This design comes from an exercise in tuning for small area, a short achievable clock period and few clock cycles per item on the open sky130 flow, not from production work. For this run, only the layout was checked, not whether the RTL still works. Power and IR drop assume default switching activity. No driver is modelled on the clock port, so clocking that relies on it looks cheaper here than on a real chip.

[design.v]
package arp_pkg;
  localparam int IP_W  = 32;
  localparam int MAC_W = 48;
  typedef struct packed {
    logic             mode;
    logic [IP_W-1:0]  ip_addr;
    logic [MAC_W-1:0] mac_in;
  } in_t;
  typedef struct packed {
    logic             hit;
    logic [MAC_W-1:0] mac_out;
  } out_t;
  localparam logic MODE_LOOKUP = 1'b0;
  localparam logic MODE_ADD    = 1'b1;
endpackage
module arp_cell (
  input  logic                      clk,
  input  logic                      wr_en,
  input  logic [arp_pkg::IP_W-1:0]  wr_ip,
  input  logic [arp_pkg::MAC_W-1:0] wr_mac,
  input  logic [arp_pkg::IP_W-1:0]  key,
  output logic                      match,
  output logic [arp_pkg::MAC_W-1:0] mac
);
  logic [arp_pkg::IP_W-1:0] ip;
  always_ff @(posedge clk) begin
    if (wr_en) begin
      ip  <= wr_ip;
      mac <= wr_mac;
    end
  end
  assign match = (ip == key);
endmodule
module arp_cache_table #(
  parameter int ENTRIES = 16
) (
  input  logic clk,
  input  logic rst,
  input  logic req_valid,
  output logic req_stall,
  input  arp_pkg::in_t  req,
  output logic rsp_valid,
  input  logic rsp_stall,
  output arp_pkg::out_t rsp
);
  localparam int IDX_W = (ENTRIES > 1) ? $clog2(ENTRIES) : 1;
  logic                      lk0;       
  logic                      ad0;       
  logic [arp_pkg::IP_W-1:0]  ip0;
  logic [arp_pkg::MAC_W-1:0] mac0;
  logic [ENTRIES-1:0]        hit_rd0;   
  logic [ENTRIES-1:0]        hit_wr0;   
  logic blocked;
  logic hold;
  logic accept;
  logic acc_add;
  assign hold      = blocked && rsp_stall;
  assign req_stall = hold;
  assign accept    = req_valid && !hold;
  assign acc_add   = accept && req.mode == arp_pkg::MODE_ADD;
  logic [ENTRIES-1:0]                      valid;
  logic [ENTRIES-1:0]                      match;
  logic [ENTRIES-1:0]                      wr_en;
  logic [ENTRIES-1:0][arp_pkg::MAC_W-1:0]  slot_mac;
  for (genvar i = 0; i < ENTRIES; i++) begin : g_slot
    arp_cell u_cell (
      .clk    (clk),
      .wr_en  (wr_en[i]),
      .wr_ip  (ip0),
      .wr_mac (mac0),
      .key    (req.ip_addr),
      .match  (match[i]),
      .mac    (slot_mac[i])
    );
  end
  logic               eq_prev;
  logic [ENTRIES-1:0] hit_in;
  assign eq_prev = (req.ip_addr == ip0);
  always_comb begin
    for (int i = 0; i < ENTRIES; i++) begin
      if (wr_en[i]) hit_in[i] = eq_prev;
      else          hit_in[i] = valid[i] && match[i];
    end
  end
  always_ff @(posedge clk) begin
    if (rst) begin
      lk0 <= 1'b0;
    end else if (!hold) begin
      lk0 <= accept && req.mode == arp_pkg::MODE_LOOKUP;
    end
  end
  always_ff @(posedge clk) begin
    if (rst) begin
      ad0 <= 1'b0;
    end else begin
      ad0 <= acc_add;
    end
  end
  always_ff @(posedge clk) begin
    if (!hold) begin
      hit_rd0 <= hit_in;
    end
  end
  always_ff @(posedge clk) begin
    hit_wr0 <= hit_in & {ENTRIES{acc_add}};
    ip0     <= req.ip_addr;
    mac0    <= req.mac_in;
  end
  logic [IDX_W-1:0]   alloc_idx;
  logic               full;
  logic [ENTRIES-1:0] alloc;
  logic               new_slot;
  always_comb begin
    for (int i = 0; i < ENTRIES; i++) begin
      valid[i] = full || (alloc_idx > IDX_W'(i));
      alloc[i] = (alloc_idx == IDX_W'(i));
    end
    new_slot = ad0 && !(|hit_wr0);
    wr_en    = hit_wr0 | (alloc & {ENTRIES{new_slot}});
  end
  always_ff @(posedge clk) begin
    if (rst) begin
      alloc_idx <= '0;
      full      <= 1'b0;
    end else if (new_slot) begin
      if (!full && alloc_idx == IDX_W'(ENTRIES - 1)) begin
        full      <= 1'b1;
        alloc_idx <= IDX_W'(1 % ENTRIES);
      end else begin
        alloc_idx <= IDX_W'(alloc_idx + 1'b1);
      end
    end
  end
  logic [arp_pkg::MAC_W-1:0] rd_mac;
  logic                      load_rsp;
  logic                      rv_next;
  always_comb begin
    rd_mac = '0;
    for (int i = 0; i < ENTRIES; i++) begin
      rd_mac = rd_mac | (slot_mac[i] & {arp_pkg::MAC_W{hit_rd0[i]}});
    end
  end
  assign load_rsp = !(rsp_valid && rsp_stall);
  assign rv_next  = load_rsp ? lk0 : 1'b1;
  always_ff @(posedge clk) begin
    if (rst) begin
      rsp_valid <= 1'b0;
      blocked   <= 1'b0;
    end else begin
      rsp_valid <= rv_next;
      blocked   <= rv_next && (hold ? 1'b1 : (accept && req.mode == arp_pkg::MODE_LOOKUP));
    end
  end
  always_ff @(posedge clk) begin
    if (load_rsp) begin
      rsp.hit     <= |hit_rd0;
      rsp.mac_out <= rd_mac;
    end
  end
endmodule
module arp_cache (
  input  logic        clk,
  input  logic        rst,
  input  logic        req_valid,
  output logic        req_stall,
  input  logic        req_mode,
  input  logic [31:0] req_ip,
  input  logic [47:0] req_mac,
  output logic        rsp_valid,
  input  logic        rsp_stall,
  output logic        rsp_hit,
  output logic [47:0] rsp_mac
);
  arp_pkg::in_t  req;
  arp_pkg::out_t rsp;
  assign req.mode    = req_mode;
  assign req.ip_addr = req_ip;
  assign req.mac_in  = req_mac;
  assign rsp_hit     = rsp.hit;
  assign rsp_mac     = rsp.mac_out;
  arp_cache_table #(.ENTRIES(16)) u_table (
    .clk(clk), .rst(rst), .req_valid(req_valid), .req_stall(req_stall), .req(req),
    .rsp_valid(rsp_valid), .rsp_stall(rsp_stall), .rsp(rsp)
  );
endmodule
[flow/run.sh]
#!/bin/bash
# layout flow: the standard flow, with buf_2 cells as the port buffers and no dummy clock loads
export BUFFER_PORTS_ARGS="-buffer_cell sky130_fd_sc_hd__buf_2"
export CTS_ARGS="-sink_clustering_enable -repair_clock_nets -sink_clustering_size 30 -sink_clustering_max_diameter 100 -dont_use_dummy_load"
bash standard.sh > standard.log 2>&1
[standard.sh]
#!/bin/bash
# synth_recipe.tcl (not shown) runs the flow's synth.tcl, then flattens the netlist and writes it again
# the make line also repeats each setting of config.mk as NAME=value (left out here)
make -C /OpenROAD-flow-scripts/flow DESIGN_CONFIG=/design/flow/config.mk WORK_HOME=/design/flow/orfs CLKGATE_MAP_FILE= SYNTH_SCRIPT=/design/flow/synth_recipe.tcl "${@:-finish}"
[config.mk]
export PLATFORM = sky130hd
export DESIGN_NAME = arp_cache
export DESIGN_NICKNAME = arp_cache
export VERILOG_FILES = /design/flow/design.v
export SDC_FILE = /design/flow/constraint.sdc
export NUM_CORES = 4
export LEC_CHECK = 0
export CAP_MARGIN = 20
export CORE_MARGIN = 2
export CORE_UTILIZATION = 70
export CTS_CLUSTER_DIAMETER = 100
export CTS_CLUSTER_SIZE = 30
export SETUP_SLACK_MARGIN = 2.5
export SLEW_MARGIN = 20
[constraint.sdc]
create_clock -name core_clock -period 5.0 [get_ports {clk}]
set_input_delay 1.0000 -clock core_clock [delete_from_list [all_inputs] [get_ports {clk}]]
set_output_delay 1.0000 -clock core_clock [all_outputs]
set_load 0.01 [all_outputs]
==> notes.md <==
## power by group through the flow
stage               combinational [W]  sequential (W)  clock (W)
floorplan                    0.000388          0.0137          0
global placement             0.000793          0.0137          0
detailed placement           0.000804          0.0137          0
CTS                          0.000838          0.0134    0.00527
global route                 0.000904          0.0135    0.00563
finish                       0.000886          0.0135    0.00531
## cell usage after synthesis (14+ instances only)
cell	instances
edfxtp_1	1345
xnor2_1	329
xor2_1	216
a221oi_1	192
a22o_1	192
nand4_1	144
dfxtp_1	105
clkbuf_1	77
nor4_1	70
buf_2	59
inv_1	16
nand2_1	15
nand3_1	15
a21oi_1	14
nor2_1	14
nor3_1	14
## cell type report
cell class	count	area, um2	share of cell area [%]
inverter	16	118	0.195
sequential	1450	42500	70.4
antenna	2	5.00	0.00829
multi-input combinational	1295	10900	18.0
timing repair buffer	376	4170	6.91
tap	1030	1290	2.13
timing repair inverter	9	67.6	0.112
clock buffer	54	1350	2.24
## repair_timing
| item | in CTS | in global routing |
|---|---|---|
| hold endpoints to repair | 0 | 0 |
| endpoints found under the setup margin | 1318 | 1298 |
| pin swaps | 9 | 11 |
| gates cloned | 31 | 25 |
| buffers inserted | 57 | 27 |
| gates resized for setup | 134 | 73 |
## worst reg2reg max path: cells and delay by family, from the launching register on
family	cells	cell delay (ns)
flip-flops	1	0.39
AO/OA/AOI/OAI	1	0.17
buffers and inverters	5	0.89
AND/OR/NAND/NOR	3	0.83
## path summary, 6_finish.rpt
kind	endpoint	slack [ns]
worst max-delay path	u_table.g_slot[0].u_cell.mac[3]	2.33
worst min-delay path	u_table.mac0[27]	0.39
worst max register to register	u_table.g_slot[0].u_cell.mac[3]	2.33
worst min register to register	u_table.lk0	0.48
## per-stage QoR
step	util [%]	instances	cell area (um2)	setup slack, ns
after floorplan	-	2914	53900	2.27
after global placement	74.0	4036	56200	1.30
after detailed placement	74.0	4036	56200	1.29
after CTS	78.0	4178	59200	2.36
after global routing	79.5	4230	60400	2.29
final	79.5	4232	60400	2.33
## sequential cells by signal, indices dropped and copies added (netlist names)
name,count
u_table.blocked,1
u_table.alloc_idx,4
u_table.ad0,1
u_table.rsp_valid,1
u_table.hit_wr0,16
u_table.g_slot.u_cell.mac,768
u_table.ip0,32
u_table.g_slot.u_cell.ip,512
u_table.lk0,1
u_table.full,1
u_table.rsp,49
u_table.mac0,48
u_table.hit_rd0,16
## placed cells by master (no fill, tap or decap), types with 12 or more instances in the layout
| cell | synthesis | routed |
|---|---|---|
| edfxtp_1 | 1345 | 1345 |
| buf_12 | 0 | 33 |
| a22o_1 | 192 | 192 |
| nor4_1 | 70 | 59 |
| buf_6 | 3 | 36 |
| nor3_1 | 14 | 13 |
| xor2_1 | 216 | 216 |
| clkinvlp_4 | 0 | 21 |
| buf_4 | 5 | 140 |
| nor2_1 | 14 | 13 |
| dfxtp_1 | 105 | 93 |
| buf_16 | 0 | 29 |
| a221oi_1 | 192 | 192 |
| clkbuf_16 | 0 | 75 |
| buf_2 | 59 | 103 |
| a21oi_1 | 14 | 14 |
| nand3_1 | 15 | 15 |
| nand2_1 | 15 | 12 |
| nand4_1 | 144 | 144 |
| xnor2_1 | 329 | 329 |
| mux2i_1 | 12 | 12 |
## metal layers
layer / share of wire, % / wire, um / global-route usage (%) / up-vias
li1: - / - / - / 12100
met1: 34 / 53500 / 51.9 / 15400
met2: 48 / 76700 / 64.4 / 2515
met3: 12 / 19600 / 7.69 / 484
met4: 5.9 / 9420 / 17.6 / 2
met5: 0.010 / 16 / 0 / -
## cell families after synthesis
family	share of synthesized area [%]
flip-flops	79.2
adder cells (fa/ha/maj)	0.0933
XOR/XNOR	8.90
AND/OR/NAND/NOR	3.34
buffers and inverters	1.43
AO/OA/AOI/OAI	6.82
multiplexers	0.224
==> flow_summary.ini <==
[outcome]
outcome = complete, no violations

[grt]
grt_antenna_before_repair = 1
grt_pass1_wl_mm = 213
grt_max_degree = 50
grt_pass1_vias = 29100
grt_overflow_total = 0
grt_usage_pct = 39.3

[hold_path]
hp-class = input pin to flip-flop
worstHoldPathCells = 1
min_from = req_mac[27]

[detailed_routing]
ant_nets = 0
wl_per_cell_um = 37.6
drt-initial-drc-count = 5024
dr_total_vias = 30500
drc = 0
routed_wl_mm = 159
dr.pass1.iters = 8
avgViaCountPerCell = 7.21

[placement]
place_hpwl_mm = 78.9
routabilityCongestion = 0.880
port-buffer-count = 135

[pwr]
pwr-share-clk_pct = 27.0
p_sw_w = 0.00409
p_comb_share_pct = 4.5
p_leak_nw = 19.4
seqPwrFrac_pct = 68.5
power.internal_w = 0.0156
peakVddDrop_mv = 0.365
switching_share_pct = 20.8
p_per_area_nw_per_um2 = 325
finalPower_w = 0.0196

[setup_path]
worst_path_largest_cell_delay_ns = 0.39
r2r_start = u_table.hit_wr0[11]
startpoint_type = flip-flop
worstSetupEndpointType = flip-flop
crit_start = u_table.hit_wr0[11]
crit_chain = nor4_4 -> nand4_1 -> nor4_4 -> buf_6 -> buf_4 -> a31oi_4 -> clkinvlp_4 -> buf_8 -> buf_16
crit_family = buffers and inverters
critPathBufInv = 5
worstPathArrival_ns = 3.05
r2r_cells = 9
cp.required_ns = 5.37
cp_slowest_cell = dfxtp_2
path_common_cell = nor4_4
path_depth = 9
cp_max_fo = 24
critPathKind = flip-flop to flip-flop

[synthesis]
synth_ff_type = edfxtp_1
synth-seq-cells = 1450
synthTopCellsByArea = edfxtp_1, xnor2_1, dfxtp_1
synth_top_cell_by_area = edfxtp_1
syn_area_um2 = 53600
synth_enable_flop_cells = 1345
netlist_instances = 2914
synth_area_per_cell_um2 = 18.4
ys_seq_area_share_pct = 79.2
yosysUniqueCellTypes = 39
async_flop_share_pct = 0
synth.top_cell.area_share_pct = 75.3
ys_warn_count = 2
synthesis.nets = 3003

[timing]
finalSetupViolCount = 0
rsz0062_at_grt = yes
whs_ns = 0.388
hold_viol = 0
tightest_slew_ns = 1.07
clock_skew_ns = 0.0856
slew_viol_final = 0
min_period_ns = 2.67
fin_setup_tns_ns = 0
max_freq_mhz = 374
min_period_over_period_pct = 53.4
relSlewSlack_pct = 28.7

[die]
die_x_um = 281
dieArea_um2 = 78900
fp.dieH_um = 281
rows = 101
start_util_pct = 70.6
io_pins = 136
core_area_um2 = 75900

[clocking]
clkLatencyLatePin_ns = 0.70
cts_buffers = 54
cts-htree-levels = 2
root_buffer = clkbuf_16
clock_sinks = 1450
cts_tree = built
postCtsHoldBufs = 0
clk_pin_slew_ns = 0.11
max-clock-path-buffers = 3

[finish]
filler_cell_count = 3984
areaGrowthSynthToFinish_pct = 12.5
drive_above_1_share_pct = 16.0
nets = 3291

[run]
drv_cap = 0

-- port drivers added, routing unchanged --
No port has a modelled driver above. Below, the same layout with a new extraction and two added sets of constraints.
Step 1 assumes that a clkbuf_16 drives the clock port and a buf_2 every other input.
Step 2 moves the port delays by t, midway between the first and last clock arrival at a register: inputs arrive t later, outputs are due t later. That takes back most of the time a late clock gives input paths.
Three values: no drivers, after step 1, after step 2; two values: the first two.
t, ns: 0.737
setup WS [ns]: 2.328 / 2.328 / 1.716
hold WS [ns]: 0.388 / 0.335 / 0.485
After both steps setup and hold are still met in this run. For this run, drivers alone change the setup slack by 0.000 ns; drivers and shift together by -0.612 ns.
